From an optimization exercise on the open Yosys and OpenROAD flow, aimed at small area; shortcuts taken in it are not production practice. Only simulation tests tie the RTL to the original design; equivalence was not proved. Power figures rest on the tool's default switching activity, not on a simulated workload.

==> flow/design.v <==
module clock_divider_channel #(
    parameter int CFG_W = 32
) (
    input  logic             clk_i,
    input  logic             reset_n_i,
    input  logic             enable_i,
    input  logic             sync_i,
    input  logic             cfg_we_i,
    input  logic [CFG_W-1:0] wr_pm1_i,
    input  logic [CFG_W-1:0] wr_rst_i,
    input  logic [CFG_W-1:0] wr_fl_i,
    input  logic             wr_hnz_i,
    input  logic             wr_rhi_i,
    output logic             pending_o,
    output logic             clock_o,
    output logic             rise_o,
    output logic             fall_o
);
    logic [CFG_W-1:0] sh_pm1_q, sh_rst_q, sh_fl_q;
    logic             sh_hnz_q, sh_rhi_q;
    logic [CFG_W-1:0] act_fl_q;
    logic             pending_q;
    logic [CFG_W-1:0] d_q;
    logic             clock_q, clock_p_q;
    logic             en_q;
    logic             accept, restart, wrap, point, clock_d;
    always_comb begin
        accept  = cfg_we_i & ~pending_q;
        restart = enable_i & (~en_q | sync_i);
        wrap    = (d_q == '0);
        point   = ~enable_i | restart | wrap;
        if (restart)   clock_d = sh_rhi_q;
        else if (wrap) clock_d = sh_hnz_q;
        else           clock_d = clock_q & (d_q != act_fl_q);
        clock_d = clock_d & enable_i;
    end
    always_ff @(posedge clk_i) begin
        if (!reset_n_i || accept) begin
            sh_pm1_q <= wr_pm1_i;
            sh_rst_q <= wr_rst_i;
            sh_fl_q  <= wr_fl_i;
            sh_hnz_q <= wr_hnz_i;
            sh_rhi_q <= wr_rhi_i;
        end
    end
    always_ff @(posedge clk_i) begin
        if (point) act_fl_q <= sh_fl_q;
    end
    always_ff @(posedge clk_i) begin
        if (restart)   d_q <= sh_rst_q;
        else if (wrap) d_q <= sh_pm1_q;
        else           d_q <= d_q - 1'b1;
    end
    always_ff @(posedge clk_i) begin
        if (!reset_n_i) begin
            pending_q <= 1'b0;
            clock_q   <= 1'b0;
            clock_p_q <= 1'b0;
            en_q      <= 1'b0;
        end else begin
            pending_q <= accept | (pending_q & ~point);
            clock_q   <= clock_d;
            clock_p_q <= clock_q;
            en_q      <= enable_i;
        end
    end
    assign pending_o = pending_q;
    assign clock_o   = clock_q;
    assign rise_o    = clock_q & ~clock_p_q;
    assign fall_o    = ~clock_q & clock_p_q;
endmodule
module clock_divider_array
#(
    parameter int NCH            = 4,
    parameter int WIDTH          = 32,
    parameter int DEFAULT_PERIOD = 1000,
    parameter int CHW            = (NCH > 1) ? $clog2(NCH) : 1
) (
    input  logic             clk,
    input  logic             reset_n,
    input  logic [NCH-1:0]   enable,
    input  logic             sync,
    input  logic             cfg_valid,
    output logic             cfg_ready,
    input  logic [CHW-1:0]   cfg_ch,
    input  logic [WIDTH-1:0] cfg_period,
    input  logic [WIDTH-1:0] cfg_high,
    input  logic [WIDTH-1:0] cfg_phase,
    output logic [NCH-1:0]   pending,
    output logic [NCH-1:0]   clock,
    output logic [NCH-1:0]   rise,
    output logic [NCH-1:0]   fall
);
    localparam int NPAD  = 1 << CHW;
    localparam int CFG_W = 32;
    localparam logic [CFG_W-1:0] DEF_P      = DEFAULT_PERIOD;
    localparam logic [CFG_W-1:0] RST_PERIOD = (DEF_P < 2) ? 2 : DEF_P;
    localparam logic [CFG_W-1:0] RST_HIGH   = DEF_P >> 1;
    localparam logic [CFG_W-1:0] RST_PM1    = RST_PERIOD - 1;
    localparam logic [CFG_W-1:0] RST_FL     = RST_PERIOD - RST_HIGH;
    localparam logic             RST_HNZ    = (RST_HIGH != 0);
    logic [NPAD-1:0]  pending_pad;
    logic [CFG_W-1:0] period_w, high_w, phase_w;
    logic [CFG_W-1:0] san_p, san_pm1;
    logic             ph_in;
    logic [CFG_W-1:0] ph_rem;
    logic [CFG_W-1:0] wr_pm1, wr_rst, wr_fl;
    logic             wr_hnz, wr_rhi;
    assign period_w = cfg_period;
    assign high_w   = cfg_high;
    assign phase_w  = cfg_phase;
    always_comb begin
        san_p   = (period_w < 2) ? CFG_W'(2) : period_w;
        san_pm1 = san_p - 1'b1;
        {ph_in, ph_rem} = {1'b0, san_p} + {1'b0, ~phase_w};
        if (!reset_n) begin
            wr_pm1 = RST_PM1;
            wr_rst = RST_PM1;
            wr_fl  = RST_FL;
            wr_hnz = RST_HNZ;
            wr_rhi = RST_HNZ;
        end else begin
            wr_pm1 = san_pm1;
            wr_rst = ph_in ? ph_rem : san_pm1;
            wr_fl  = san_p - high_w;
            wr_hnz = (high_w != 0);
            wr_rhi = ph_in ? (phase_w < high_w) : wr_hnz;
        end
    end
    always_comb begin
        pending_pad          = '0;
        pending_pad[NCH-1:0] = pending;
        cfg_ready            = ~pending_pad[cfg_ch];
    end
    for (genvar i = 0; i < NCH; i++) begin : g_ch
        clock_divider_channel #(
            .CFG_W (CFG_W)
        ) u_ch (
            .clk_i      (clk),
            .reset_n_i  (reset_n),
            .enable_i   (enable[i]),
            .sync_i     (sync),
            .cfg_we_i   (cfg_valid & (cfg_ch == CHW'(i))),
            .wr_pm1_i   (wr_pm1),
            .wr_rst_i   (wr_rst),
            .wr_fl_i    (wr_fl),
            .wr_hnz_i   (wr_hnz),
            .wr_rhi_i   (wr_rhi),
            .pending_o  (pending[i]),
            .clock_o    (clock[i]),
            .rise_o     (rise[i]),
            .fall_o     (fall[i])
        );
    end
endmodule
==> flow/flow/run.sh <==
#!/bin/bash
# Layout flow: the standard ORFS flow (standard.sh, with its own synthesis,
# floorplan, power grid, placement, routing and finishing unchanged), with
# three settings of how the layout is built:
#  - the port buffers that buffer_ports inserts on every input and output are
#    sky130_fd_sc_hd__buf_1 rather than the cell it picks by default;
#  - clock tree synthesis uses sky130_fd_sc_hd__clkbuf_4 buffers;
#  - clock tree synthesis inserts no dummy loads.
# Each tool's full output is in make.log here and in orfs/logs/.
set -euo pipefail
bash standard.sh \
  "BUFFER_PORTS_ARGS=-buffer_cell sky130_fd_sc_hd__buf_1" \
  "CTS_ARGS=-sink_clustering_enable -repair_clock_nets -dont_use_dummy_load -buf_list sky130_fd_sc_hd__clkbuf_4" \
  finish > make.log 2>&1
==> flow/standard.sh <==
#!/bin/bash
# synth_recipe.tcl (not shown) runs the flow's synth.tcl, then flattens the netlist and writes it again
# the make line also repeats each setting of config.mk as NAME=value (left out here)
make -C /OpenROAD-flow-scripts/flow DESIGN_CONFIG=/design/flow/config.mk WORK_HOME=/design/flow/orfs CLKGATE_MAP_FILE= SYNTH_SCRIPT=/design/flow/synth_recipe.tcl "${@:-finish}"
==> flow/config.mk <==
export PLATFORM = sky130hd
export DESIGN_NAME = clock_divider_array
export DESIGN_NICKNAME = clock_divider_array
export VERILOG_FILES = /design/flow/design.v
export SDC_FILE = /design/flow/constraint.sdc
export NUM_CORES = 4
export LEC_CHECK = 0
export CAP_MARGIN = 20
export CORE_MARGIN = 2
export CORE_UTILIZATION = 40
export SLEW_MARGIN = 20
==> flow/constraint.sdc <==
create_clock -name core_clock -period 7.0 [get_ports {clk}]
set_input_delay 1.4000 -clock core_clock [delete_from_list [all_inputs] [get_ports {clk}]]
set_output_delay 1.4000 -clock core_clock [all_outputs]
set_load 0.01 [all_outputs]
==> flow_summary.json, run 1 <==
{
  "ir_drop_uv": 105,
  "htreeDepth": 4,
  "synth.avg_cell_area_sq_um": 11.4,
  "cts_tree": "built",
  "via_count": 22500,
  "fin_crit_ns": 5.91,
  "clock-root-buffer": "clkbuf_4",
  "clockBufferDepth": 3,
  "nFillCells": 7307,
  "crit_type": "in -> reg",
  "worstPathRequired_ns": 7.62,
  "p_comb_share_pct": 17.3,
  "clkLatencyLatePin_ns": 0.88,
  "grt_max_degree": 68,
  "antenna_found_initial": 4,
  "finalWirelength_mm": 103,
  "cts_buffers": 160,
  "cts.sinks": 664,
  "setup_viol": 0,
  "hold_buffers": 0,
  "die_w_um": 283,
  "p_per_area_mw_per_mm2": 266,
  "async_reset_ff_share_pct": 0,
  "synthFlopType": "edfxtp_1",
  "clock.fmax_ghz": 0.169,
  "p_switching_w": 0.00272,
  "cp.arrival_ns": 6.53,
  "numPortBuffers": 122,
  "worstMarginPinSlew_ns": 1.13,
  "status": "no timing/DRC/antenna violations",
  "cp-start-kind": "input port",
  "viasPerCell": 5.68,
  "p_int_w": 0.00632,
  "dr.pass1.iters": 8,
  "ant_nets": 0,
  "fin_worst_skew_ns": 0.0856,
  "p_sw_share_pct": 30.1,
  "cts_setup_buffers": 0,
  "clk_pin_slew_ns": 0.06,
  "core_area_sq_mm": 0.0772,
  "netlist-cell-type-count": 79,
  "synth_edf_count": 520,
  "register_area_sq_mm": 0.0185,
  "overflow": 0,
  "grt_pass1_wl_mm": 150,
  "drt_iter0_markers": 2480,
  "syn_area_sq_mm": 0.0311,
  "worstSetupEndpointType": "flip-flop",
  "grt_usage_pct": 25.5,
  "drv_slew": 0,
  "pwr-share-seq_pct": 56.6,
  "drive_gt1_share_pct": 8.56,
  "worst_hold_path_type": "reg -> reg",
  "gp_congestion": 0.963,
  "syn_nets": 2959,
  "setup_tns_ns": 0,
  "wl_per_cell_um": 26.1,
  "fin_area_sq_mm": 0.0339,
  "row_count": 102,
  "dpl_cell_area_sq_mm": 0.0327,
  "leakage_nw": 13.0,
  "ys_seq_elements": 664,
  "yosys_warnings": 2,
  "cp_max_fo": 27,
  "grt_pass1_vias": 22400,
  "dieArea_sq_mm": 0.0801,
  "io_pins": 123,
  "ctsResizeCount": 0,
  "rsz0062_at_grt": "false",
  "slew_headroom_pct": 24.5,
  "clkPwrFrac_pct": 26.2,
  "start_util_pct": 40.3,
  "hold_viol": 0,
  "final_nets": 3138,
  "syn_inst": 2744,
  "cap_violations": 0,
  "multiInputGateArea_sq_mm": 0.0118,
  "hpwl_mm": 77.5,
  "area_growth_pct": 8.88,
  "finalCritPeriodShare_pct": 84.4,
  "drc_errors": 0,
  "fp.dieH_um": 283,
  "yosysSeqAreaShare_pct": 59.4
}
-- cell type report --
cell class / count / share of cell area (%)
diodes: 1 / 0.00738
repair buffers: 157 / 2.20
flip-flops and latches: 664 / 54.5
well taps: 1040 / 3.84
multi-input cells: 1846 / 34.8
clock buffers: 160 / 3.54
inverters: 94 / 1.04
-- cells by family (layout without fill, tap and decap cells) --
logic type	count (synthesis)	count (layout)	share of synthesized area, %
simple gates	857	857	13.4
flops	664	664	59.4
compound gates	553	553	10.4
xor+xnor	309	309	8.69
buf+inv	234	411	3.05
fa+ha+maj	109	109	4.43
mux	18	18	0.590
other cells	0	1	0
-- worst paths after layout --
path / startpoint / end / slack, ns / depth (start not counted)
hold reg to reg: g_ch[3].u_ch.sh_fl_q[23] / g_ch[3].u_ch.act_fl_q[23] / 0.38 / 0
hold / removal: g_ch[3].u_ch.sh_fl_q[23] / g_ch[3].u_ch.act_fl_q[23] / 0.38 / 0
setup / recovery: cfg_period[6] / g_ch[2].u_ch.sh_rst_q[11] / 1.09 / 17
setup reg to reg: g_ch[3].u_ch.d_q[27] / g_ch[3].u_ch.act_fl_q[1] / 2.80 / 7
-- power by group through the flow --
stage               sequential, W  combinational [W]  clock (W)
global placement          0.00518            0.00152          0
global route              0.00515            0.00168    0.00260
CTS                       0.00510            0.00154    0.00242
finish                    0.00511            0.00156    0.00236
floorplan                 0.00504           0.000955          0
detailed placement        0.00518            0.00153          0
-- synth_stat cells, types with 61 or more instances --
cell	number	area [sq um]
xnor2_1	103	902
ha_1	107	1340
o21ai_0	254	1270
edfxtp_1	520	15600
nor4_1	61	382
nor2_1	157	589
dfxtp_1	144	2880
xor2_1	206	1800
clkbuf_1	118	443
nand2_1	327	1230
inv_1	92	345
a21oi_1	96	480
-- state kept, by name (all words and copies together) (netlist names) --
| register | flops |
|---|---|
| g_ch.u_ch.sh_rst_q | 128 |
| g_ch.u_ch.sh_pm1_q | 128 |
| g_ch.u_ch.sh_rhi_q | 4 |
| g_ch.u_ch.d_q | 128 |
| g_ch.u_ch.clock_q | 4 |
| g_ch.u_ch.en_q | 4 |
| g_ch.u_ch.sh_hnz_q | 4 |
| g_ch.u_ch.sh_fl_q | 128 |
| g_ch.u_ch.pending_q | 4 |
| g_ch.u_ch.clock_p_q | 4 |
| g_ch.u_ch.act_fl_q | 128 |
-- layer usage --
| metal | up-vias | GRT usage [%] | routed length [um] |
|---|---|---|---|
| met5 | - | 0 | 26 |
| met4 | 4 | 11.1 | 4390 |
| met3 | 202 | 4.15 | 8300 |
| met2 | 1123 | 41.2 | 48100 |
| met1 | 11000 | 33.9 | 42600 |
| li1 | 10200 | - | - |
-- worst max-delay path, stage by stage --
cell and delay (ns):
buf_1 0.17, nor4_2 0.54, nand3_1 0.35, nor4_2 0.36, nand3_1 0.21, o21a_1 0.28, ha_1 0.25, fa_1 0.41
nand3_1 0.12, a31o_2 0.18, a21oi_1 0.11, a21oi_1 0.54, o211ai_1 0.22, a31o_2 0.50, buf_12 0.27, or2_2 0.28
a21oi_1 0.30
-- layout by cell type, fill, tap and decap left out, drive strengths merged, types with 43 or more instances in the layout --
| cell | n |
|---|---|
| a21oi | 96 |
| buf | 157 |
| clkbuf | 160 |
| dfxtp | 144 |
| edfxtp | 520 |
| ha | 107 |
| inv | 93 |
| nand2 | 327 |
| nand3 | 43 |
| nor2 | 157 |
| nor3 | 60 |
| nor4 | 64 |
| o21ai | 284 |
| xnor2 | 103 |
| xor2 | 206 |
-- stage by stage --
step                      worst slack, ns  hold WS [ns]  utilization, %  cells  total power (W)
after CTS                            1.25         0.390            43.9   3961          0.00906
after detailed placement            0.328         0.405            42.3   3801          0.00672
after global routing                0.902         0.398            43.9   3962          0.00943
final                                1.09         0.384            43.9   3962          0.00904
after floorplan                      1.56         0.400               -   2744          0.00599
after global placement              0.413         0.400            42.3   3800          0.00669
==> run 2: changes to the inputs <==
==> flow/run.sh (new file) <==
#!/bin/bash
# synth_recipe.tcl (not shown) runs the flow's synth.tcl, then flattens the netlist and writes it again
# the make line also repeats each setting of config.mk as NAME=value (left out here)
make -C /OpenROAD-flow-scripts/flow DESIGN_CONFIG=/design/flow/config.mk WORK_HOME=/design/flow/orfs CLKGATE_MAP_FILE= SYNTH_SCRIPT=/design/flow/synth_recipe.tcl finish
removed: flow/flow/run.sh
removed: flow/standard.sh
==> run 2 against run 1 <==
Compared with the run above:
- first-iteration DRC count is 1.8% higher
- synthesized area stayed put
- clock power is 46% higher
- sequential cell count stayed put
- via count is 1.7% lower
- hold slack better by 0.026 ns
- die area stayed put
- critical path type unchanged
- critical endpoint is now g_ch[1].u_ch.sh_rst_q[31]
- highest routed layer unchanged
==> flow_summary.json, run 2 <==
{
  "final_nets": 3046,
  "numPortBuffers": 122,
  "clockBufferDepth": 3,
  "cts_setup_buffers": 0,
  "hpwl_mm": 79.1,
  "clock.fmax_ghz": 0.164,
  "grt_pass1_vias": 21300,
  "synthTopCellsByCount": "520 x edfxtp_1, 327 x nand2_1, 254 x o21ai_0",
  "netlist.top_cell.by_area": "edfxtp_1",
  "synth.avg_cell_area_sq_um": 11.4,
  "fp.dieH_um": 283,
  "gp_congestion": 0.950,
  "finalWirelength_mm": 105,
  "cp.arrival_ns": 6.61,
  "hold_viol": 0,
  "netlist-cell-type-count": 79,
  "hold_buffers": 0,
  "drive_gt1_share_pct": 6.80,
  "start_util_pct": 40.3,
  "drv_slew": 0,
  "crit_start": "cfg_period[6]",
  "worst_hold_path_type": "reg -> reg",
  "final_cell_mix": "520 x edfxtp_1, 323 x nand2_1, 254 x o21ai_0, 206 x xor2_1, 157 x nor2_1",
  "cpMaxStageDelayCell": "nor4_2",
  "fin_worst_skew_ns": 0.0353,
  "setup_viol": 0,
  "holdCritStartpoint": "g_ch[0].u_ch.sh_fl_q[15]",
  "syn_nets": 2959,
  "core_area_sq_mm": 0.0772,
  "setup_slack_ns": 0.920,
  "syn_area_sq_mm": 0.0311,
  "rsz0062_at_grt": "false",
  "cp-start-kind": "input port",
  "path_cells": "clkdlybuf4s50_1, nor4_2, nand3_1, nor4_2, nand3_1, nand2b_1, ha_1, a211oi_1, o21ai_0, o21ai_0, a21oi_1, a21boi_1, o31ai_1, nand3b_1, a2111oi_0, buf_4",
  "clkLatencyLatePin_ns": 0.66,
  "viasPerCell": 5.64,
  "crit_type": "in -> reg",
  "yosys-top-cells-area": "edfxtp_1 50%, dfxtp_1 9.3%, xor2_1 5.8%",
  "critPathBufInv": 2,
  "synthFlopType": "edfxtp_1",
  "yosys_warnings": 2,
  "slew_headroom_pct": 11.1,
  "p_per_area_mw_per_mm2": 286,
  "leakage_nw": 13.6,
  "ctsResizeCount": 0,
  "finalCritPeriodShare_pct": 86.9,
  "row_count": 102,
  "worstPathRequired_ns": 7.53,
  "synth_top_area_share_pct": 50.1,
  "critPathMaxStageDelay_ns": 0.56,
  "dieArea_sq_mm": 0.0801,
  "cts_tree": "built",
  "cp_max_fo": 5,
  "ys_seq_elements": 664,
  "grt_usage_pct": 25.7,
  "worstSetupEndpointType": "flip-flop",
  "fin_crit_ns": 6.08,
  "status": "no timing/DRC/antenna violations",
  "drt_iter0_markers": 2524,
  "final_common_cell": "edfxtp_1",
  "clock-root-buffer": "clkbuf_16",
  "grt_max_degree": 68,
  "ant_nets": 0,
  "htreeDepth": 2,
  "yosysMostFrequentCell": "edfxtp_1",
  "area_growth_pct": 14.2,
  "synth_edf_count": 520,
  "yosysSeqAreaShare_pct": 59.4,
  "antenna_found_initial": 5,
  "clk_pin_slew_ns": 0.07,
  "async_reset_ff_share_pct": 0,
  "setup_tns_ns": 0,
  "io_pins": 123,
  "syn_inst": 2744,
  "grt_pass1_wl_mm": 150,
  "cap_violations": 0,
  "drc_errors": 0,
  "pre_cts_ws_ns": 0.249,
  "critPathTopFamily": "compound AO/OA/AOI/OAI gates",
  "overflow": 0,
  "worstMarginPinSlew_ns": 1.31,
  "dr.pass1.iters": 5,
  "cts.sinks": 664,
  "ir_drop_uv": 182,
  "via_count": 22100,
  "cts_buffers": 61,
  "wl_per_cell_um": 26.8,
  "reg2reg_from": "g_ch[3].u_ch.d_q[26]",
  "die_w_um": 283
}
[run 2: cell types whose count changed in the layout (fill, tap and decap cells not counted), moves of 9 or more]
| cell | before | now |
|---|---|---|
| clkbuf_16 | 0 | 61 |
| clkbuf_4 | 160 | 0 |
| buf_1 | 121 | 0 |
| clkdlybuf4s50_1 | 0 | 121 |
| clkinv_2 | 0 | 18 |
| clkinv_1 | 1 | 10 |
[run 2: worst reg2reg max path, delay by kind of cell (launching register included)]
family	cells	cell delay [ns]
DFF	1	0.35
buffers and inverters	1	0.66
and+or+nand+nor	4	2.25
AOI/OAI and AO/OA	3	0.54
[run 2: logic make-up after synthesis]
group / after synthesis / synth area share (%)
AOI/OAI and AO/OA: 553 / 10.4
xor gates and xnor gates: 309 / 8.69
adders and majority gates: 109 / 4.43
buffers and inverters: 234 / 3.05
DFF: 664 / 59.4
muxes: 18 / 0.590
and+or+nand+nor: 857 / 13.4
[run 2: power by group]
| group | total, W | internal, W | switching, W |
|---|---|---|---|
| registers | 0.00513 | 0.00477 | 0.000363 |
| logic | 0.00161 | 0.000560 | 0.00104 |
| clock network | 0.00344 | 0.00193 | 0.00152 |
| total | 0.0102 | 0.00726 | 0.00292 |
[run 2: layout make-up]
| cell class | count | area, sq um |
|---|---|---|
| inverter | 94 | 353 |
| tap | 1040 | 1300 |
| fill | 6988 | 41600 |
| clock buffer | 70 | 1580 |
| timing repair buffer | 164 | 1540 |
| multi-input combinational | 1846 | 11800 |
| antenna | 2 | 5.00 |
| sequential | 664 | 18500 |
| clock inverter | 46 | 493 |
[run 2: layer usage]
layer	share of wire (%)	vias up	track usage [%]
li1	-	10100	-
met1	42	10900	35.9
met3	8.5	158	3.60
met4	3.9	2	9.40
met2	46	1038	40.8
met5	0.013	-	0
[run 2: through the flow]
step | total power (W) | cells | instance area (sq um) | utilization, % | hold WS [ns]
floorplan | 0.00599 | 2744 | 31100 | - | 0.400
global placement | 0.00677 | 3808 | 33500 | 43.4 | 0.401
detailed placement | 0.00678 | 3808 | 33500 | 43.4 | 0.405
CTS | 0.0102 | 3924 | 35600 | 46.1 | 0.412
global route | 0.0105 | 3924 | 35600 | 46.1 | 0.412
finish | 0.0102 | 3926 | 35600 | 46.1 | 0.410
[run 2: worst paths after layout]
| path | cells after the start | slack, ns | endpoint |
|---|---|---|---|
| setup reg to reg | 8 | 3.05 | g_ch[3].u_ch.d_q[25] |
| hold reg to reg | 0 | 0.41 | g_ch[0].u_ch.act_fl_q[15] |
| hold / removal | 0 | 0.41 | g_ch[0].u_ch.act_fl_q[15] |
| setup / recovery | 16 | 0.92 | g_ch[1].u_ch.sh_rst_q[31] |
==> run 3: changes to the inputs <==
--- a/flow/design.v
+++ b/flow/design.v
@@ -8,3 +8,3 @@
     input  logic             cfg_we_i,
-    input  logic [CFG_W-1:0] wr_pm1_i,
+    input  logic [CFG_W-1:0] wr_wrp_i,
     input  logic [CFG_W-1:0] wr_rst_i,
@@ -18,3 +18,3 @@
 );
-    logic [CFG_W-1:0] sh_pm1_q, sh_rst_q, sh_fl_q;
+    logic [CFG_W-1:0] sh_wrp_q, sh_rst_q, sh_fl_q;
     logic             sh_hnz_q, sh_rhi_q;
@@ -22,3 +22,4 @@
     logic             pending_q;
-    logic [CFG_W-1:0] d_q;
+    logic [CFG_W-1:0] u_q, u_inc;
+    logic [CFG_W:0]   u_cry;
     logic             clock_q, clock_p_q;
@@ -29,3 +30,8 @@
         restart = enable_i & (~en_q | sync_i);
-        wrap    = (d_q == '0);
+        u_cry[0] = 1'b1;
+        for (int b = 0; b < CFG_W; b++) begin
+            u_inc[b]   = u_q[b] ^ u_cry[b];
+            u_cry[b+1] = u_cry[b] & u_q[b];
+        end
+        wrap    = u_cry[CFG_W];
         point   = ~enable_i | restart | wrap;
@@ -33,3 +39,3 @@
         else if (wrap) clock_d = sh_hnz_q;
-        else           clock_d = clock_q & (d_q != act_fl_q);
+        else           clock_d = clock_q & (u_q != act_fl_q);
         clock_d = clock_d & enable_i;
@@ -38,3 +44,3 @@
         if (!reset_n_i || accept) begin
-            sh_pm1_q <= wr_pm1_i;
+            sh_wrp_q <= wr_wrp_i;
             sh_rst_q <= wr_rst_i;
@@ -49,5 +55,5 @@
     always_ff @(posedge clk_i) begin
-        if (restart)   d_q <= sh_rst_q;
-        else if (wrap) d_q <= sh_pm1_q;
-        else           d_q <= d_q - 1'b1;
+        if (restart)   u_q <= sh_rst_q;
+        else if (wrap) u_q <= sh_wrp_q;
+        else           u_q <= u_inc;
     end
@@ -98,11 +104,8 @@
     localparam logic [CFG_W-1:0] RST_HIGH   = DEF_P >> 1;
-    localparam logic [CFG_W-1:0] RST_PM1    = RST_PERIOD - 1;
-    localparam logic [CFG_W-1:0] RST_FL     = RST_PERIOD - RST_HIGH;
-    localparam logic             RST_HNZ    = (RST_HIGH != 0);
     logic [NPAD-1:0]  pending_pad;
     logic [CFG_W-1:0] period_w, high_w, phase_w;
-    logic [CFG_W-1:0] san_p, san_pm1;
-    logic             ph_in;
-    logic [CFG_W-1:0] ph_rem;
-    logic [CFG_W-1:0] wr_pm1, wr_rst, wr_fl;
+    logic [CFG_W-1:0] p_eff, np, h_eff, s_wrp, s_fp, s_hp;
+    logic             f_ge_p, f_lt_h, ph_in;
+    logic [CFG_W:0]   c_wrp, c_fp, c_hp, c_fh;
+    logic [CFG_W-1:0] wr_wrp, wr_rst, wr_fl;
     logic             wr_hnz, wr_rhi;
@@ -112,18 +115,31 @@
     always_comb begin
-        san_p   = (period_w < 2) ? CFG_W'(2) : period_w;
-        san_pm1 = san_p - 1'b1;
-        {ph_in, ph_rem} = {1'b0, san_p} + {1'b0, ~phase_w};
-        if (!reset_n) begin
-            wr_pm1 = RST_PM1;
-            wr_rst = RST_PM1;
-            wr_fl  = RST_FL;
-            wr_hnz = RST_HNZ;
-            wr_rhi = RST_HNZ;
-        end else begin
-            wr_pm1 = san_pm1;
-            wr_rst = ph_in ? ph_rem : san_pm1;
-            wr_fl  = san_p - high_w;
-            wr_hnz = (high_w != 0);
-            wr_rhi = ph_in ? (phase_w < high_w) : wr_hnz;
+        p_eff = !reset_n ? RST_PERIOD : (period_w < 2) ? CFG_W'(2) : period_w;
+        h_eff = !reset_n ? RST_HIGH   : high_w;
+        np    = ~p_eff;
+        c_wrp[0] = 1'b1;
+        for (int b = 0; b < CFG_W; b++) begin
+            s_wrp[b]   = np[b] ^ c_wrp[b];
+            c_wrp[b+1] = np[b] & c_wrp[b];
         end
+        c_fp[0] = 1'b1;
+        for (int b = 0; b < CFG_W; b++) begin
+            s_fp[b]   = phase_w[b] ^ np[b] ^ c_fp[b];
+            c_fp[b+1] = (phase_w[b] & np[b]) | (c_fp[b] & (phase_w[b] | np[b]));
+        end
+        c_hp[0] = 1'b0;
+        for (int b = 0; b < CFG_W; b++) begin
+            s_hp[b]   = h_eff[b] ^ np[b] ^ c_hp[b];
+            c_hp[b+1] = (h_eff[b] & np[b]) | (c_hp[b] & (h_eff[b] | np[b]));
+        end
+        c_fh[0] = 1'b1;
+        for (int b = 0; b < CFG_W; b++)
+            c_fh[b+1] = (phase_w[b] & ~h_eff[b]) | (c_fh[b] & (phase_w[b] | ~h_eff[b]));
+        f_ge_p = c_fp[CFG_W];
+        f_lt_h = ~c_fh[CFG_W];
+        ph_in  = ~f_ge_p & reset_n;
+        wr_wrp = s_wrp;
+        wr_rst = ph_in ? s_fp : s_wrp;
+        wr_fl  = s_hp;
+        wr_hnz = (h_eff != 0);
+        wr_rhi = ph_in ? f_lt_h : wr_hnz;
     end
@@ -143,3 +159,3 @@
             .cfg_we_i   (cfg_valid & (cfg_ch == CHW'(i))),
-            .wr_pm1_i   (wr_pm1),
+            .wr_wrp_i   (wr_wrp),
             .wr_rst_i   (wr_rst),
==> run 3 against run 2 <==
Compared with the run above:
- the layout now fails its checks (negative setup slack)
- via count shrank 23%
- synthesized area shrank 10%
- core utilization grew 4.0 points
- critical path type unchanged
- largest cell class unchanged
==> flow_summary.json, run 3 <==
{
  "nFillCells": 5923,
  "drive_gt1_share_pct": 22.3,
  "violations": "negative setup slack",
  "dieArea_sq_mm": 0.0722,
  "synth_edf_count": 520,
  "setup_slack_ns": -6.73,
  "synth.avg_cell_area_sq_um": 14.5,
  "fin_area_sq_mm": 0.0349,
  "met2_wirelength_mm": 38.1,
  "io_pins": 123,
  "clock-root-buffer": "clkbuf_16",
  "synthFlopType": "edfxtp_1",
  "via_count": 17100,
  "clkLatencyLatePin_ns": 0.62,
  "cts.sinks": 664,
  "start_util_pct": 40.3,
  "core_area_sq_mm": 0.0697,
  "hpwl_mm": 60.9,
  "htreeDepth": 3,
  "grt_pass1_vias": 17400,
  "dpl_cell_area_sq_mm": 0.0320,
  "viasPerCell": 5.25,
  "synthTopCellsByCount": "520 x edfxtp_1, 156 x ha_1, 154 x a21oi_1",
  "total_power_w": 0.0104,
  "finalCritPeriodShare_pct": 196,
  "cp-start-kind": "input port",
  "die_w_um": 269,
  "cp_max_fo": 7,
  "dr.pass1.iters": 5,
  "p_per_area_mw_per_mm2": 299,
  "cts_tree": "built",
  "leakage_nw": 13.3,
  "syn_area_sq_mm": 0.0280,
  "cp.arrival_ns": 14.07,
  "slew_headroom_pct": 29.5,
  "fin_worst_skew_ns": 0.0262,
  "async_reset_ff_share_pct": 0,
  "holdCritStartpoint": "g_ch[1].u_ch.sh_fl_q[11]",
  "gp_congestion": 0.925,
  "clock.fmax_ghz": 0.0729,
  "hold_viol": 0,
  "met1Wirelength_mm": 36.0,
  "synth_top_area_share_pct": 55.7,
  "cts_buffers": 73,
  "finalWirelength_mm": 83.8,
  "status": "failed layout checks",
  "path_common_cell": "fa_2",
  "cap_violations": 0,
  "reg2reg_from": "g_ch[3].u_ch.u_q[1]",
  "worstSetupEndpointType": "flip-flop",
  "yosysMostFrequentCell": "edfxtp_1",
  "grt_usage_pct": 23.5,
  "ir_drop_uv": 157,
  "fin_crit_ns": 13.73,
  "crit_start": "cfg_period[31]",
  "netlist.top_cell.by_area": "edfxtp_1",
  "yosysSeqAreaShare_pct": 66.0,
  "crit_type": "in -> reg",
  "final_nets": 2583,
  "netlist-cell-type-count": 65,
  "holdWs_ns": 0.416,
  "clk_pin_slew_ns": 0.06,
  "syn_nets": 2255,
  "syn_inst": 1932,
  "numPortBuffers": 122,
  "worstPathRequired_ns": 7.35,
  "overflow": 0,
  "setup_viol": 520,
  "ys_seq_elements": 664,
  "row_count": 97,
  "critPathMaxStageDelay_ns": 0.39,
  "grt_max_degree": 66,
  "ant_nets": 0,
  "drt_iter0_markers": 1823,
  "drv_slew": 0,
  "wl_met3_mm": 6.67,
  "antenna_found_initial": 2,
  "rsz0062_at_grt": "true",
  "final_cell_mix": "520 x edfxtp_1, 184 x buf_4, 153 x a21oi_1, 147 x nor2_1, 144 x dfxtp_1",
  "routed.top_layer": "met4",
  "fp.dieH_um": 269,
  "clockBufferDepth": 3,
  "worst_hold_path_type": "reg -> reg",
  "worstMarginPinSlew_ns": 1.06,
  "yosys_warnings": 2,
  "setup_tns_ns": -1284.74,
  "postLayoutCoreUtil_pct": 50.1,
  "wl_per_cell_um": 25.7,
  "grt_pass1_wl_mm": 120,
  "final_common_cell": "edfxtp_1",
  "cpMaxStageDelayCell": "fa_2",
  "area_growth_pct": 24.4,
  "drc_errors": 0,
  "yosys-top-cells-area": "edfxtp_1 56%, dfxtp_1 10%, ha_1 7.0%"
}
run 3: cell count changes in the layout (fill, tap and decap cells not counted), moves of 57 or more:
cell     delta
nand2_1   -254
o21ai_0   -235
buf_4     +143
mux2i_1   +110
xnor2_1   -102
xor2_1     -78
fa_2       +61
a21oi_1    +57
run 3: what timing repair did:
action,CTS,global route
gates cloned,1,0
setup buffers,8,6
pin swaps,14,3
resized for setup,175,16
hold buffers,0,0
setup endpoints to repair,536,524
run 3: critical path: cells and delay by family:
family	cells	cell delay, ns
fa+ha+maj	32	10.24
simple gates	6	1.10
buf+inv	9	0.95
mux	1	0.33
run 3: path summary, 6_finish.rpt:
| kind | endpoint | slack (ns) | cells after the start |
|---|---|---|---|
| max | g_ch[1].u_ch.sh_rst_q[8] | -6.73 | 48 |
| min | g_ch[1].u_ch.act_fl_q[11] | 0.42 | 0 |
| max reg2reg | g_ch[3].u_ch.act_fl_q[22] | -0.52 | 33 |
| min reg2reg | g_ch[1].u_ch.act_fl_q[11] | 0.42 | 0 |
run 3: metrics by stage:
stage,std cells,setup WS [ns]
5_1_grt,3259,-6.99
4_1_cts,3255,-6.55
3_3_place_gp,3112,-7.58
6_report,3260,-6.73
2_1_floorplan,1932,-5.98
3_5_place_dp,3112,-7.69
run 3: final cells by class:
cell class	instances	area, sq um	share of cell area, %
repair buffers	329	2950	8.44
well taps	940	1180	3.37
flip-flops and latches	664	18500	53.0
clock inverters	25	258	0.739
inverters	103	402	1.15
multi-input cells	1089	9470	27.1
clock buffers	109	2150	6.15
diodes	1	2.50	0.00717
run 3: logic make-up (layout without fill, tap and decap cells):
group	after synthesis	after routing	share of synthesized area (%)
compound gates	235	235	4.77
flops	664	664	66.0
other cells	0	1	0
xor+xnor	131	131	4.09
simple gates	369	369	6.23
mux	133	133	4.82
buf+inv	179	566	2.68
fa+ha+maj	221	221	11.5
run 3: routing by layer:
metal / vias to the layer above / GRT usage [%]
met1: 8571 / 32.4
met2: 756 / 37.1
li1: 7647 / -
met4: 0 / 9.20
met5: - / 0
met3: 138 / 4.21
run 3: report_power, final:
group	internal, W	switching (W)	leakage, nW
clock network	0.00231	0.00156	1.18
logic	0.000547	0.000906	5.80
registers	0.00486	0.000233	6.32
==> run 4: changes to the inputs <==
--- a/flow/design.v
+++ b/flow/design.v
@@ -32,5 +32,9 @@
         for (int b = 0; b < CFG_W; b++) begin
-            u_inc[b]   = u_q[b] ^ u_cry[b];
-            u_cry[b+1] = u_cry[b] & u_q[b];
+            if (b % 4 == 0 && b > 0)
+                u_cry[b] = u_cry[b-4] & (&u_q[b-1 -: 4]);
+            u_inc[b] = u_q[b] ^ u_cry[b];
+            if (b % 4 != 3)
+                u_cry[b+1] = u_cry[b] & u_q[b];
         end
+        u_cry[CFG_W] = u_cry[CFG_W-4] & (&u_q[CFG_W-1 -: 4]);
         wrap    = u_cry[CFG_W];
@@ -109,2 +113,3 @@
     logic [CFG_W:0]   c_wrp, c_fp, c_hp, c_fh;
+    logic [CFG_W-1:0] x_fp, x_hp;
     logic [CFG_W-1:0] wr_wrp, wr_rst, wr_fl;
@@ -120,9 +125,14 @@
         for (int b = 0; b < CFG_W; b++) begin
-            s_wrp[b]   = np[b] ^ c_wrp[b];
-            c_wrp[b+1] = np[b] & c_wrp[b];
+            if (b % 4 == 0 && b > 0)
+                c_wrp[b] = c_wrp[b-4] & ~(|p_eff[b-1 -: 4]);
+            s_wrp[b] = np[b] ^ c_wrp[b];
+            if (b % 4 != 3)
+                c_wrp[b+1] = c_wrp[b] & np[b];
         end
+        c_wrp[CFG_W] = 1'b0;
         c_fp[0] = 1'b1;
         for (int b = 0; b < CFG_W; b++) begin
-            s_fp[b]   = phase_w[b] ^ np[b] ^ c_fp[b];
-            c_fp[b+1] = (phase_w[b] & np[b]) | (c_fp[b] & (phase_w[b] | np[b]));
+            x_fp[b]    = phase_w[b] ^ np[b];
+            s_fp[b]    = c_fp[b] ? ~x_fp[b] : x_fp[b];
+            c_fp[b+1]  = x_fp[b] ? c_fp[b] : phase_w[b];
         end
@@ -130,4 +140,5 @@
         for (int b = 0; b < CFG_W; b++) begin
-            s_hp[b]   = h_eff[b] ^ np[b] ^ c_hp[b];
-            c_hp[b+1] = (h_eff[b] & np[b]) | (c_hp[b] & (h_eff[b] | np[b]));
+            x_hp[b]    = h_eff[b] ^ np[b];
+            s_hp[b]    = c_hp[b] ? ~x_hp[b] : x_hp[b];
+            c_hp[b+1]  = x_hp[b] ? c_hp[b] : h_eff[b];
         end
@@ -135,3 +146,3 @@
         for (int b = 0; b < CFG_W; b++)
-            c_fh[b+1] = (phase_w[b] & ~h_eff[b]) | (c_fh[b] & (phase_w[b] | ~h_eff[b]));
+            c_fh[b+1] = (phase_w[b] ^ h_eff[b]) ? phase_w[b] : c_fh[b];
         f_ge_p = c_fp[CFG_W];
==> run 4 against run 3 <==
Compared with the run above:
- now clean on timing, DRC and antenna
- synthesized cell count increased by 25%
- largest cell class unchanged
- combinational power about the same
- power decreased by 3.4%
- synthesized area increased by 7.3%
- highest routed layer unchanged
- core utilization decreased by 2.5 points
- sequential power about the same
==> flow_summary.json, run 4 <==
{
  "netlist-cell-type-count": 86,
  "netlist.top_cell.by_area": "edfxtp_1",
  "cts_tree": "built",
  "drc_errors": 0,
  "setup_tns_ns": 0,
  "hold_viol": 0,
  "finalCritPeriodShare_pct": 95.2,
  "cp.arrival_ns": 6.99,
  "ys_seq_elements": 664,
  "final_nets": 2850,
  "syn_nets": 2631,
  "status": "no timing/DRC/antenna violations",
  "critPathBufInv": 8,
  "synth_edf_count": 520,
  "worstPathRequired_ns": 7.32,
  "dr.pass1.iters": 5,
  "clk_pin_slew_ns": 0.06,
  "crit_type": "in -> reg",
  "critPathTopFamily": "compound AO/OA/AOI/OAI gates",
  "drive_gt1_share_pct": 10.8,
  "cp_max_fo": 9,
  "area_growth_pct": 17.7,
  "grt_usage_pct": 23.8,
  "path_common_cell": "buf_4",
  "fin_crit_ns": 6.67,
  "drv_slew": 0,
  "cp.depth": 30,
  "yosys-top-cells-area": "edfxtp_1 52%, dfxtp_1 9.6%, xor2_1 4.9%",
  "viasPerCell": 5.50,
  "cts.sinks": 664,
  "final_common_cell": "edfxtp_1",
  "reg2reg_depth": 10,
  "ant_nets": 0,
  "final_cell_count_no_fill": 3648,
  "worst_hold_path_type": "reg -> reg",
  "synth_top_area_share_pct": 51.9,
  "slew_headroom_pct": 26.6,
  "die_w_um": 278,
  "htreeDepth": 3,
  "finalWirelength_mm": 93.7,
  "async_reset_ff_share_pct": 0,
  "syn_inst": 2408,
  "clockBufferDepth": 3,
  "clock-root-buffer": "clkbuf_16",
  "hold_depth": 0,
  "synthTopCellsByCount": "520 x edfxtp_1, 242 x nand2_1, 184 x o21ai_0",
  "postLayoutCoreUtil_pct": 47.6,
  "cts_buffers": 66,
  "overflow": 0,
  "dieArea_sq_mm": 0.0774,
  "drt_iter0_markers": 2186,
  "grt_pass1_vias": 19600,
  "ir_drop_uv": 166,
  "worstSetupEndpointType": "flip-flop",
  "grt_pass1_wl_mm": 134,
  "fp.dieH_um": 278,
  "via_count": 20100,
  "worstMarginPinSlew_ns": 1.10,
  "setup_viol": 0,
  "hpwl_mm": 69.4,
  "fin_worst_skew_ns": 0.0240,
  "core_area_sq_mm": 0.0744,
  "wl_per_cell_um": 25.7,
  "antenna_found_initial": 5,
  "yosysMostFrequentCell": "edfxtp_1",
  "yosysSeqAreaShare_pct": 61.5,
  "numPortBuffers": 122,
  "clkLatencyLatePin_ns": 0.62,
  "synthFlopType": "edfxtp_1",
  "total_power_w": 0.0101,
  "p_per_area_mw_per_mm2": 284,
  "grt_max_degree": 93,
  "leakage_nw": 13.1,
  "io_pins": 123,
  "start_util_pct": 40.4,
  "row_count": 100,
  "final_cell_mix": "520 x edfxtp_1, 238 x nand2_1, 184 x o21ai_0, 169 x xor2_1, 144 x dfxtp_1",
  "syn_area_sq_mm": 0.0301,
  "synth.avg_cell_area_sq_um": 12.5,
  "cp-start-kind": "input port",
  "cap_violations": 0,
  "clock.fmax_ghz": 0.150,
  "place_inst": 3523,
  "gp_congestion": 0.904,
  "reg2reg_slack_ns": 2.36,
  "critPathMaxStageDelay_ns": 0.41,
  "hold_buffers": 0,
  "yosys_warnings": 2,
  "cpMaxStageDelayCell": "mux2_1"
}
==> run 4: timing repair <==
item | in CTS | in global routing
setup endpoints to repair | 0 | 100
setup buffers | 0 | 3
gates resized for setup | 0 | 6
==> run 4: cell families after synthesis <==
group,after synthesis,synth area share (%)
flip-flops,664,61.5
AND/OR/NAND/NOR,585,9.20
AO/OA/AOI/OAI,436,8.89
XOR/XNOR,277,8.06
buffers and inverters,185,2.62
adder cells (fa/ha/maj),149,5.96
multiplexers,112,3.78
==> run 4: final timing paths <==
path / startpoint / to
worst max-delay path: cfg_period[1] / g_ch[2].u_ch.sh_rst_q[8]
worst min-delay path: g_ch[0].u_ch.sh_fl_q[1] / g_ch[0].u_ch.act_fl_q[1]
worst max register to register: g_ch[0].u_ch.u_q[0] / g_ch[0].u_ch.u_q[0]
worst min register to register: g_ch[0].u_ch.sh_fl_q[1] / g_ch[0].u_ch.act_fl_q[1]
==> run 4: area by class of cell <==
type / count / area (sq um)
multi-input combinational: 1559 / 10900
sequential: 664 / 18500
timing repair buffer: 263 / 2360
tap: 969 / 1210
inverter: 73 / 274
antenna: 1 / 2.50
clock buffer: 94 / 1820
fill: 6589 / 39000
clock inverter: 25 / 305
==> run 4: worst register-to-register path: stages, from the launching register on <==
cell,delay [ns]
dfxtp_1,0.45
ha_1,0.25
nand3_1,0.30
nor4_1,0.80
nand2_1,0.35
nor3_1,0.49
inv_1,0.19
nor2_4,0.70
buf_4,0.57
o21ai_0,0.16
mux2_2,0.27
==> run 4: layer usage <==
layer / wire length [um] / GRT usage, % / up-vias / share of wire [%]
met5: 0 / 0 / - / 0
met4: 2890 / 7.82 / 0 / 3.1
met3: 6910 / 2.74 / 95 / 7.4
met2: 42800 / 37.9 / 813 / 46
met1: 41200 / 34.0 / 9912 / 44
li1: - / - / 9258 / -
==> run 4: where the power goes <==
group          internal, W  switching (W)  leakage (nW)  total (W)
clock              0.00199        0.00151          1.02    0.00349
sequential         0.00481       0.000300          6.26    0.00511
combinational     0.000546       0.000913          5.78    0.00146
==> run 4: per-stage QoR <==
| stage | area (sq um) | hold slack (ns) | setup WS, ns |
|---|---|---|---|
| after floorplan | 30100 | 0.400 | 0.0395 |
| after global placement | 33200 | 0.401 | -0.210 |
| after detailed placement | 33200 | 0.405 | -0.350 |
| after CTS | 35300 | 0.415 | 0.275 |
| after global routing | 35400 | 0.420 | -0.0357 |
| final | 35400 | 0.415 | 0.333 |
==> run 5: changes to the inputs <==
--- a/flow/design.v
+++ b/flow/design.v
@@ -24,3 +24,3 @@
     logic [CFG_W:0]   u_cry;
-    logic             clock_q, clock_p_q;
+    logic             clock_q, rise_q, fall_q;
     logic             en_q;
@@ -67,3 +67,4 @@
             clock_q   <= 1'b0;
-            clock_p_q <= 1'b0;
+            rise_q    <= 1'b0;
+            fall_q    <= 1'b0;
             en_q      <= 1'b0;
@@ -72,3 +73,4 @@
             clock_q   <= clock_d;
-            clock_p_q <= clock_q;
+            rise_q    <= clock_d & ~clock_q;
+            fall_q    <= ~clock_d & clock_q;
             en_q      <= enable_i;
@@ -78,4 +80,4 @@
     assign clock_o   = clock_q;
-    assign rise_o    = clock_q & ~clock_p_q;
-    assign fall_o    = ~clock_q & clock_p_q;
+    assign rise_o    = rise_q;
+    assign fall_o    = fall_q;
 endmodule
==> flow/flow/run.sh (new file) <==
#!/bin/bash
# Layout flow: the standard ORFS flow (standard.sh: its synthesis,
# floorplan, power grid, placement, routing and finishing unchanged), with
# three settings of how the layout is built:
#  - the buffer that buffer_ports puts on every input and output port is
#    sky130_fd_sc_hd__buf_1 instead of the cell it picks by default;
#  - clock tree synthesis clusters up to 8 flip-flops within 40 um under
#    one sky130_fd_sc_hd__clkbuf_4 and builds the tree from that buffer;
#  - clock tree synthesis inserts no dummy loads.
# make's full output is in make.log here, and each ORFS step's log is in
# orfs/logs/.
set -euo pipefail
bash standard.sh \
  "BUFFER_PORTS_ARGS=-buffer_cell sky130_fd_sc_hd__buf_1" \
  "CTS_ARGS=-sink_clustering_enable -repair_clock_nets -dont_use_dummy_load -buf_list sky130_fd_sc_hd__clkbuf_4 -sink_clustering_size 8 -sink_clustering_max_diameter 40" \
  finish > make.log 2>&1
==> flow/standard.sh (new file) <==
#!/bin/bash
# synth_recipe.tcl (not shown) runs the flow's synth.tcl, then flattens the netlist and writes it again
# the make line also repeats each setting of config.mk as NAME=value (left out here)
make -C /OpenROAD-flow-scripts/flow DESIGN_CONFIG=/design/flow/config.mk WORK_HOME=/design/flow/orfs CLKGATE_MAP_FILE= SYNTH_SCRIPT=/design/flow/synth_recipe.tcl "${@:-finish}"
--- a/flow/config.mk
+++ b/flow/config.mk
@@ -7,5 +7,6 @@
 export LEC_CHECK = 0
+export ABC_AREA = 1
 export CAP_MARGIN = 20
 export CORE_MARGIN = 2
-export CORE_UTILIZATION = 40
+export CORE_UTILIZATION = 55
 export SLEW_MARGIN = 20
removed: flow/run.sh
==> run 5 against run 4 <==
Compared with the run above:
- clock skew grew 0.055 ns
- non-clock buffer count shrank 7
- clock power shrank 44%
- power shrank 19%
- cell count shrank 0.11%
- sequential power shrank 1%
- die area shrank 29%
==> flow_summary.json, run 5 <==
{
  "status": "no timing/DRC/antenna violations",
  "fp.dieH_um": 234,
  "fin_crit_ns": 6.34,
  "hold_depth": 0,
  "syn_area_sq_mm": 0.0292,
  "hold_viol": 0,
  "cts_buffers": 108,
  "core_area_sq_mm": 0.0524,
  "slew_headroom_pct": 26.6,
  "met1Wirelength_mm": 34.6,
  "worstMarginPinSlew_ns": 1.10,
  "path_common_cell": "nand2_2",
  "yosys-top-cells-area": "edfxtp_1 54%, dfxtp_1 10%, nand2_1 8.6%",
  "worstPathRequired_ns": 7.59,
  "yosysSeqAreaShare_pct": 63.7,
  "syn_inst": 2673,
  "synth_top_area_share_pct": 53.5,
  "p_per_area_mw_per_mm2": 254,
  "dr.pass1.iters": 6,
  "cp.depth": 75,
  "wl_per_cell_um": 22.6,
  "cap_violations": 0,
  "p_sw_share_pct": 27.2,
  "cp-start-kind": "input port",
  "p_switching_w": 0.00221,
  "setup_slack_ns": 0.658,
  "drt_iter0_markers": 1776,
  "clockBufferDepth": 3,
  "critPathTopFamily": "simple AND/OR/NAND/NOR gates",
  "yosysMostFrequentCell": "nand2_1",
  "row_count": 84,
  "rsz0062_at_grt": "true",
  "critPathMaxStageDelay_ns": 0.20,
  "drive_gt1_share_pct": 11.7,
  "crit_type": "in -> reg",
  "dpl_cell_area_sq_mm": 0.0311,
  "gp_congestion": 0.899,
  "final_cell_mix": "663 x nand2_1, 520 x edfxtp_1, 271 x o21ai_0, 199 x inv_1, 165 x nor2_1",
  "p_int_w": 0.00591,
  "start_util_pct": 55.6,
  "syn_nets": 2896,
  "synthTopCellsByCount": "671 x nand2_1, 520 x edfxtp_1, 271 x o21ai_0",
  "hpwl_mm": 57.8,
  "setup_viol": 0,
  "finalCritPeriodShare_pct": 90.6,
  "nFillCells": 4413,
  "cts.sinks": 668,
  "overflow": 0,
  "hold_buffers": 0,
  "synth.avg_cell_area_sq_um": 10.9,
  "grt_max_degree": 57,
  "finalWirelength_mm": 82.5,
  "via_count": 20500,
  "grt_pass1_vias": 20000,
  "p_comb_share_pct": 13.5,
  "area_growth_pct": 9.73,
  "cp.arrival_ns": 6.93,
  "reg2reg_depth": 18,
  "fin_area_sq_mm": 0.0320,
  "pre_cts_ws_ns": -0.150,
  "grt_pass1_wl_mm": 120,
  "cts_tree": "built",
  "die_w_um": 234,
  "worst_hold_path_type": "reg -> reg",
  "yosys_warnings": 2,
  "io_pins": 123,
  "clkLatencyLatePin_ns": 0.91,
  "reg2reg_from": "g_ch[0].u_ch.u_q[0]",
  "ir_drop_uv": 156,
  "viasPerCell": 5.62,
  "htreeDepth": 3,
  "leakage_nw": 13.7,
  "numPortBuffers": 122,
  "netlist-cell-type-count": 40,
  "clk_pin_slew_ns": 0.09,
  "dieArea_sq_mm": 0.0549,
  "holdCritStartpoint": "g_ch[2].u_ch.sh_fl_q[17]",
  "critPathBufInv": 3,
  "ys_seq_elements": 668,
  "antenna_found_initial": 6,
  "clock-root-buffer": "clkbuf_4",
  "clkPwrFrac_pct": 24.2,
  "synth_edf_count": 520,
  "final_common_cell": "nand2_1",
  "crit_start": "cfg_period[13]",
  "met2_wirelength_mm": 38.0,
  "final_nets": 3179,
  "drc_errors": 0,
  "async_reset_ff_share_pct": 0,
  "worstSetupEndpointType": "flip-flop",
  "cp_max_fo": 15,
  "drv_slew": 0,
  "netlist.top_cell.by_area": "edfxtp_1",
  "wl_met3_mm": 7.14,
  "synthFlopType": "edfxtp_1",
  "clock.fmax_ghz": 0.158,
  "pwr-share-seq_pct": 62.2,
  "routed.top_layer": "met5",
  "ant_nets": 0,
  "cts_setup_buffers": 0,
  "fin_worst_skew_ns": 0.0786,
  "cpMaxStageDelayCell": "ha_1",
  "grt_usage_pct": 30.4
}
[run 5: cell types whose count changed after synthesis, moves of 53 or more]
cell / previous run / this run
a21oi_1: 87 / 8
nor2_1: 118 / 171
nand2_1: 242 / 671
xor2_1: 169 / 97
o21ai_0: 184 / 271
mux2i_1: 98 / 0
nand2_2: 0 / 61
inv_1: 72 / 200
nand3_1: 19 / 129
[run 5: timing repair]
item | in CTS | in global routing
gates resized for setup | 0 | 3
hold endpoints to repair | 0 | 0
setup endpoints to repair | 0 | 13
[run 5: cell families (layout without fill, tap and decap cells)]
| group | Yosys count | in the layout | synth area share, % |
|---|---|---|---|
| buf+inv | 284 | 564 | 4.20 |
| compound gates | 311 | 311 | 5.65 |
| flops | 668 | 668 | 63.7 |
| simple gates | 1130 | 1131 | 16.5 |
| other cells | 0 | 2 | 0 |
| xor+xnor | 163 | 163 | 4.89 |
| fa+ha+maj | 117 | 117 | 5.02 |
[run 5: area by class of cell]
class	count	area [sq um]	share of cell area [%]
antenna	2	5.00	0.0156
clock buffer	108	811	2.53
inverter	200	751	2.35
multi-input combinational	1722	9490	29.6
sequential	668	18600	58.0
tap	688	861	2.69
timing repair buffer	256	1510	4.73
[run 5: final timing paths]
path | end | slack (ns)
max | g_ch[0].u_ch.sh_rst_q[16] | 0.66
min | g_ch[2].u_ch.act_fl_q[17] | 0.38
max reg2reg | g_ch[0].u_ch.fall_q | 1.28
min reg2reg | g_ch[2].u_ch.act_fl_q[17] | 0.38
[run 5: per-stage QoR]
step	std cells	hold slack [ns]	TNS, ns	util, %	power [W]
after floorplan	2673	0.400	0	-	0.00575
after global routing	3643	0.400	-0.00246	61.0	0.00849
after CTS	3640	0.380	0	60.9	0.00816
after global placement	3532	0.400	-14.78	59.4	0.00620
final	3644	0.378	0	61.0	0.00812
after detailed placement	3532	0.405	-17.50	59.4	0.00623
[run 5: metal layers]
layer / GRT usage (%) / up-vias
met2: 48.3 / 847
met3: 6.59 / 143
met1: 41.1 / 9827
met5: 0 / -
li1: - / 9647
met4: 11.5 / 4
[run 5: power by group through the flow]
| stage | combinational (W) | sequential [W] | clock (W) |
|---|---|---|---|
| after CTS | 0.00109 | 0.00506 | 0.00201 |
| after detailed placement | 0.00109 | 0.00514 | 0 |
| final | 0.00110 | 0.00505 | 0.00197 |
| after global placement | 0.00107 | 0.00513 | 0 |
| after floorplan | 0.000682 | 0.00506 | 0 |
| after global routing | 0.00122 | 0.00510 | 0.00217 |
==> run 6: changes to the inputs <==
--- a/flow/config.mk
+++ b/flow/config.mk
@@ -10,3 +10,3 @@
 export CORE_MARGIN = 2
-export CORE_UTILIZATION = 55
+export CORE_UTILIZATION = 65
 export SLEW_MARGIN = 20
==> run 6 against run 5 <==
Compared with the run above:
- critical path type unchanged
- hold slack worse by 0.041 ns
- core utilization is 11 points higher
- synthesized area stayed put
- non-clock buffer count is 1 higher
- die area is 15% lower
- clock skew is 0.024 ns higher
- still clean on timing, DRC and antenna
==> flow_summary.json, run 6 <==
{
  "grt_max_degree": 67,
  "rsz0062_at_grt": "false",
  "path_common_cell": "nand2_2",
  "clock.fmax_ghz": 0.158,
  "cts.sinks": 668,
  "status": "no timing/DRC/antenna violations",
  "ir_drop_uv": 166,
  "row_count": 77,
  "yosys_warnings": 2,
  "netlist.top_cell.by_area": "edfxtp_1",
  "clockBufferDepth": 3,
  "io_pins": 123,
  "yosys-top-cells-area": "edfxtp_1 54%, dfxtp_1 10%, nand2_1 8.6%",
  "crit_type": "in -> reg",
  "drv_slew": 0,
  "ys_seq_elements": 668,
  "final_cell_mix": "663 x nand2_1, 520 x edfxtp_1, 271 x o21ai_0, 200 x inv_1, 165 x nor2_1",
  "core_area_sq_mm": 0.0442,
  "cp.arrival_ns": 6.84,
  "grt_pass1_vias": 20200,
  "worst_hold_path_type": "reg -> reg",
  "cts_setup_buffers": 0,
  "hpwl_mm": 54.8,
  "syn_nets": 2896,
  "yosysSeqAreaShare_pct": 63.7,
  "drive_gt1_share_pct": 11.5,
  "area_growth_pct": 9.18,
  "via_count": 20600,
  "antenna_found_initial": 3,
  "grt_pass1_wl_mm": 117,
  "clk_pin_slew_ns": 0.09,
  "critPathMaxStageDelay_ns": 0.18,
  "numPortBuffers": 122,
  "synth_top_area_share_pct": 53.5,
  "place_inst": 3438,
  "die_w_um": 216,
  "hold_viol": 0,
  "slew_headroom_pct": 21.6,
  "async_reset_ff_share_pct": 0,
  "synth_edf_count": 520,
  "cpMaxStageDelayCell": "buf_12",
  "p_per_area_mw_per_mm2": 252,
  "ctsResizeCount": 0,
  "fin_worst_skew_ns": 0.103,
  "yosysMostFrequentCell": "nand2_1",
  "htreeDepth": 3,
  "worstSetupEndpointType": "flip-flop",
  "hold_buffers": 0,
  "holdWs_ns": 0.337,
  "syn_inst": 2673,
  "synthTopCellsByCount": "671 x nand2_1, 520 x edfxtp_1, 271 x o21ai_0",
  "synth.avg_cell_area_sq_um": 10.9,
  "finalCritPeriodShare_pct": 90.5,
  "leakage_nw": 13.6,
  "wl_per_cell_um": 22.1,
  "clock-root-buffer": "clkbuf_4",
  "cap_violations": 0,
  "ant_nets": 0,
  "viasPerCell": 5.81,
  "syn_area_sq_mm": 0.0292,
  "dr.pass1.iters": 5,
  "cts_buffers": 100,
  "fin_crit_ns": 6.33,
  "synthFlopType": "edfxtp_1",
  "worstMarginPinSlew_ns": 1.17,
  "setup_viol": 0,
  "gp_congestion": 0.933,
  "finalWirelength_mm": 78.2,
  "cp-start-kind": "input port",
  "cp_max_fo": 11,
  "cts_tree": "built",
  "start_util_pct": 66.0,
  "grt_usage_pct": 34.0,
  "drt_iter0_markers": 2158,
  "drc_errors": 0,
  "final_cell_count_no_fill": 3540,
  "final_common_cell": "nand2_1",
  "dieArea_sq_mm": 0.0466,
  "fp.dieH_um": 216,
  "nFillCells": 3255,
  "overflow": 0,
  "worstPathRequired_ns": 7.51,
  "final_nets": 3171,
  "clkLatencyLatePin_ns": 0.87,
  "netlist-cell-type-count": 40
}
[run 6: changes by cell type in the layout (fill, tap and decap cells not counted), sizes merged]
| cell | change |
|---|---|
| clkbuf | -8 |
| buf | +1 |
| clkinv | -1 |
| inv | +1 |
| nand2 | -1 |
[run 6: layout make-up]
cell class / count / area (sq um) / area share [%]
Sequential cell: 668 / 18600 / 58.3
Multi-Input combinational cell: 1721 / 9470 / 29.8
Timing Repair Buffer: 257 / 1550 / 4.85
Clock buffer: 100 / 751 / 2.36
Inverter: 200 / 751 / 2.36
Tap cell: 592 / 741 / 2.33
Antenna cell: 2 / 5.00 / 0.0157
[run 6: report_power, final]
part	switching [W]	total, W	leakage [nW]	internal, W
clock	0.00121	0.00186	0.460	0.000652
sequential	0.000253	0.00506	6.39	0.00481
combinational	0.000685	0.00109	6.80	0.000404
[run 6: worst max-delay path, delay by kind of cell]
kind,cells,cell delay (ns)
simple gates,71,4.70
compound gates,1,0.16
buf+inv,4,0.59
[run 6: logic make-up (layout without fill, tap and decap cells)]
logic type | Yosys count | after routing | share of synthesized area, %
adders and majority gates | 117 | 117 | 5.02
DFF | 668 | 668 | 63.7
xor gates and xnor gates | 163 | 163 | 4.89
and+or+nand+nor | 1130 | 1130 | 16.5
AOI/OAI and AO/OA | 311 | 311 | 5.65
other | 0 | 2 | 0
buffers and inverters | 284 | 557 | 4.20
[run 6: stage by stage]
stage / cell area [sq um] / setup TNS, ns / utilization (%) / setup WS (ns) / total power [W]
finish: 31800 / 0 / 72.0 / 0.667 / 0.00801
global route: 31800 / 0 / 72.0 / 0.0218 / 0.00836
CTS: 31800 / 0 / 72.0 / 0.730 / 0.00803
detailed placement: 31100 / -14.07 / 70.3 / -0.134 / 0.00622
global placement: 31000 / -0.108 / 70.2 / -0.0271 / 0.00617
floorplan: 29200 / 0 / - / 0.370 / 0.00575
[run 6: worst paths after layout]
kind	from	cells after the start	end	slack (ns)
worst max-delay path	cfg_period[31]	76	g_ch[3].u_ch.sh_rst_q[18]	0.67
worst max register to register	g_ch[0].u_ch.u_q[0]	15	g_ch[0].u_ch.u_q[14]	2.21
worst min register to register	g_ch[3].u_ch.sh_fl_q[17]	0	g_ch[3].u_ch.act_fl_q[17]	0.34
worst min-delay path	g_ch[3].u_ch.sh_fl_q[17]	0	g_ch[3].u_ch.act_fl_q[17]	0.34
[run 6: per-layer routing]
layer  global-route usage, %  wire length [um]  vias to the layer above
li1                        -                 -                     9619
met1                    46.0             31400                     9835
met2                    54.7             36600                      974
met3                    6.78              7520                      154
met4                    13.3              2620                        2
met5                       0                13                        -
==> run 7: changes to the inputs <==
--- a/flow/design.v
+++ b/flow/design.v
@@ -59,5 +59,4 @@
     always_ff @(posedge clk_i) begin
-        if (restart)   u_q <= sh_rst_q;
-        else if (wrap) u_q <= sh_wrp_q;
-        else           u_q <= u_inc;
+        u_q <= ({CFG_W{restart}} & sh_rst_q) | ({CFG_W{~restart}} & u_inc)
+             | ({CFG_W{~restart & wrap}} & sh_wrp_q);
     end
@@ -115,3 +114,3 @@
     logic [CFG_W:0]   c_wrp, c_fp, c_hp, c_fh;
-    logic [CFG_W-1:0] x_fp, x_hp;
+    logic [CFG_W:0]   t_fp, t_hp;
     logic [CFG_W-1:0] wr_wrp, wr_rst, wr_fl;
@@ -121,2 +120,24 @@
     assign phase_w  = cfg_phase;
+    function automatic logic [CFG_W:0] add_cs(input logic [CFG_W-1:0] a,
+                                              input logic [CFG_W-1:0] b,
+                                              input logic cin);
+        logic [CFG_W-1:0] x, s, s0, s1;
+        logic [CFG_W:0]   c, c0, c1;
+        x = a ^ b;
+        c[0] = cin;
+        for (int i = 0; i < (CFG_W/2); i++) begin
+            s[i]   = c[i] ? ~x[i] : x[i];
+            c[i+1] = x[i] ? c[i] : a[i];
+        end
+        c0[(CFG_W/2)] = 1'b0;
+        c1[(CFG_W/2)] = 1'b1;
+        for (int i = (CFG_W/2); i < CFG_W; i++) begin
+            s0[i]   = c0[i] ? ~x[i] : x[i];
+            s1[i]   = c1[i] ? ~x[i] : x[i];
+            c0[i+1] = x[i] ? c0[i] : a[i];
+            c1[i+1] = x[i] ? c1[i] : a[i];
+            s[i]    = c[(CFG_W/2)] ? s1[i] : s0[i];
+        end
+        add_cs = {c[(CFG_W/2)] ? c1[CFG_W] : c0[CFG_W], s};
+    endfunction
     always_comb begin
@@ -134,14 +155,8 @@
         c_wrp[CFG_W] = 1'b0;
-        c_fp[0] = 1'b1;
-        for (int b = 0; b < CFG_W; b++) begin
-            x_fp[b]    = phase_w[b] ^ np[b];
-            s_fp[b]    = c_fp[b] ? ~x_fp[b] : x_fp[b];
-            c_fp[b+1]  = x_fp[b] ? c_fp[b] : phase_w[b];
-        end
-        c_hp[0] = 1'b0;
-        for (int b = 0; b < CFG_W; b++) begin
-            x_hp[b]    = h_eff[b] ^ np[b];
-            s_hp[b]    = c_hp[b] ? ~x_hp[b] : x_hp[b];
-            c_hp[b+1]  = x_hp[b] ? c_hp[b] : h_eff[b];
-        end
+        t_fp = add_cs(phase_w, np, 1'b1);
+        c_fp[CFG_W] = t_fp[CFG_W];
+        s_fp = t_fp[CFG_W-1:0];
+        t_hp = add_cs(h_eff, np, 1'b0);
+        c_hp[CFG_W] = t_hp[CFG_W];
+        s_hp = t_hp[CFG_W-1:0];
         c_fh[0] = 1'b1;
==> run 7 against run 6 <==
Compared with the run above:
- still clean
- cell count grew 0.90%
- global-route usage shrank 0.69 points
- synthesized area grew 2.8%
- clock power shrank 2%
- largest cell class unchanged
- highest routed layer is now met4
==> flow_summary.json, run 7 <==
{
  "start_util_pct": 65.9,
  "register_area_sq_mm": 0.0186,
  "critPathBufInv": 2,
  "critPathTopFamily": "simple AND/OR/NAND/NOR gates",
  "worstPathRequired_ns": 7.52,
  "fin_worst_skew_ns": 0.0729,
  "finalWirelength_mm": 77.8,
  "htreeDepth": 3,
  "io_pins": 123,
  "area_growth_pct": 5.82,
  "grt_pass1_vias": 20000,
  "dr.pass1.iters": 6,
  "yosys-top-cells-area": "edfxtp_1 52%, dfxtp_1 9.9%, nand2_1 9.1%",
  "syn_nets": 3032,
  "worstMarginPinSlew_ns": 1.14,
  "worst_hold_path_type": "reg -> reg",
  "cts_buffers": 95,
  "slew_headroom_pct": 23.0,
  "row_count": 78,
  "yosysMostFrequentCell": "nand2_1",
  "viasPerCell": 5.79,
  "final_cell_mix": "718 x nand2_1, 520 x edfxtp_1, 247 x inv_1, 221 x nor2_1, 170 x nand3_1",
  "gp_congestion": 0.913,
  "grt_pass1_wl_mm": 117,
  "numPortBuffers": 122,
  "synthTopCellsByCount": "723 x nand2_1, 520 x edfxtp_1, 247 x inv_1",
  "netlist.top_cell.by_area": "edfxtp_1",
  "fin_crit_ns": 5.79,
  "crit_start": "cfg_period[27]",
  "grt_usage_pct": 33.3,
  "ir_drop_uv": 138,
  "hold_buffers": 0,
  "path_common_cell": "nand2_2",
  "drive_gt1_share_pct": 6.87,
  "cp.depth": 44,
  "ys_seq_elements": 668,
  "syn_area_sq_mm": 0.0300,
  "reg2reg_depth": 14,
  "synthFlopType": "edfxtp_1",
  "overflow": 0,
  "postLayoutCoreUtil_pct": 69.7,
  "dieArea_sq_mm": 0.0478,
  "status": "no timing/DRC/antenna violations",
  "cts_tree": "built",
  "drc_errors": 0,
  "cp_max_fo": 33,
  "yosysSeqAreaShare_pct": 62.0,
  "finalCritPeriodShare_pct": 82.7,
  "hold_viol": 0
}
==> run 7: changes by cell type after synthesis, sizes merged, moves of 23 or more <==
cell   change
nand2     +29
o21ai    -147
mux2i     +23
nand3     +48
nor2      +53
inv       +48
xor2      +35
==> run 7: routing by layer <==
layer	global-route usage, %	up-vias	routed length (um)
met1	49.1	9758	33800
met3	5.27	122	7240
met5	0	-	0
met2	51.0	1029	34800
met4	11.2	0	2090
li1	-	9773	-
==> run 7: cell families (layout without fill, tap and decap cells) <==
logic type / Yosys count / count (layout) / share of synthesized area (%)
AO/OA/AOI/OAI: 204 / 204 / 3.98
AND/OR/NAND/NOR: 1265 / 1265 / 17.9
multiplexers: 23 / 23 / 0.768
buffers and inverters: 331 / 496 / 4.73
flip-flops: 668 / 668 / 62.0
XOR/XNOR: 193 / 193 / 5.64
adder cells (fa/ha/maj): 121 / 121 / 5.05
other: 0 / 2 / 0
==> run 7: per-stage QoR <==
step / std cells / hold slack [ns] / total power [W] / setup WS, ns
after global placement: 3474 / 0.400 / 0.00647 / 0.700
after detailed placement: 3474 / 0.405 / 0.00653 / 0.530
after CTS: 3569 / 0.368 / 0.00828 / 1.40
after floorplan: 2805 / 0.400 / 0.00604 / 0.757
final: 3572 / 0.374 / 0.00828 / 1.21
after global routing: 3571 / 0.352 / 0.00866 / 0.747
==> run 7: layout make-up <==
cell class | count | area share [%]
diodes | 2 | 0.0158
well taps | 600 | 2.37
multi-input cells | 1806 | 31.7
repair buffers | 149 | 2.13
clock buffers | 95 | 2.25
flip-flops and latches | 668 | 58.6
inverters | 252 | 2.98
==> run 7: worst min path at each step <==
| stage | slack, ns | start | cells after the start | endpoint |
|---|---|---|---|---|
| after floorplan | 0.40 | g_ch[0].u_ch.sh_fl_q[0] | 0 | g_ch[0].u_ch.act_fl_q[0] |
| after detailed placement | 0.40 | g_ch[0].u_ch.sh_fl_q[13] | 0 | g_ch[0].u_ch.act_fl_q[13] |
| after CTS | 0.37 | g_ch[2].u_ch.sh_fl_q[25] | 0 | g_ch[2].u_ch.act_fl_q[25] |
| after global routing | 0.35 | g_ch[2].u_ch.sh_fl_q[25] | 0 | g_ch[2].u_ch.act_fl_q[25] |
| final | 0.37 | g_ch[2].u_ch.sh_fl_q[25] | 0 | g_ch[2].u_ch.act_fl_q[25] |
| after global placement | 0.40 | g_ch[0].u_ch.sh_fl_q[18] | 0 | g_ch[0].u_ch.act_fl_q[18] |
==> run 7: power breakdown <==
part / internal (W) / switching [W] / leakage (nW)
Sequential: 0.00488 / 0.000293 / 6.43
Clock: 0.000622 / 0.00119 / 0.437
Combinational: 0.000437 / 0.000853 / 6.78
Total: 0.00594 / 0.00234 / 13.6
==> run 7: worst reg2reg max path: stages, from the launching register on <==
cell and delay (ns):
dfxtp_1 0.39, ha_1 0.22, nand3_1 0.09, inv_1 0.11, nand2_1 0.19, nor4_1 0.63, inv_1 0.16, nor3_1 0.51
nand2_1 0.25, nor2_1 0.36, nand3_1 0.38, nor2_2 0.49, buf_4 0.42, nand2_1 0.16, o211ai_1 0.10

Check on run 7: ideal ports give 1.209 ns setup slack; a clkbuf_16 on the clock port and buf_2 on the inputs give 1.230 ns; moving port delays by the midpoint clock arrival (0.845 ns) as well gives 0.385 ns.
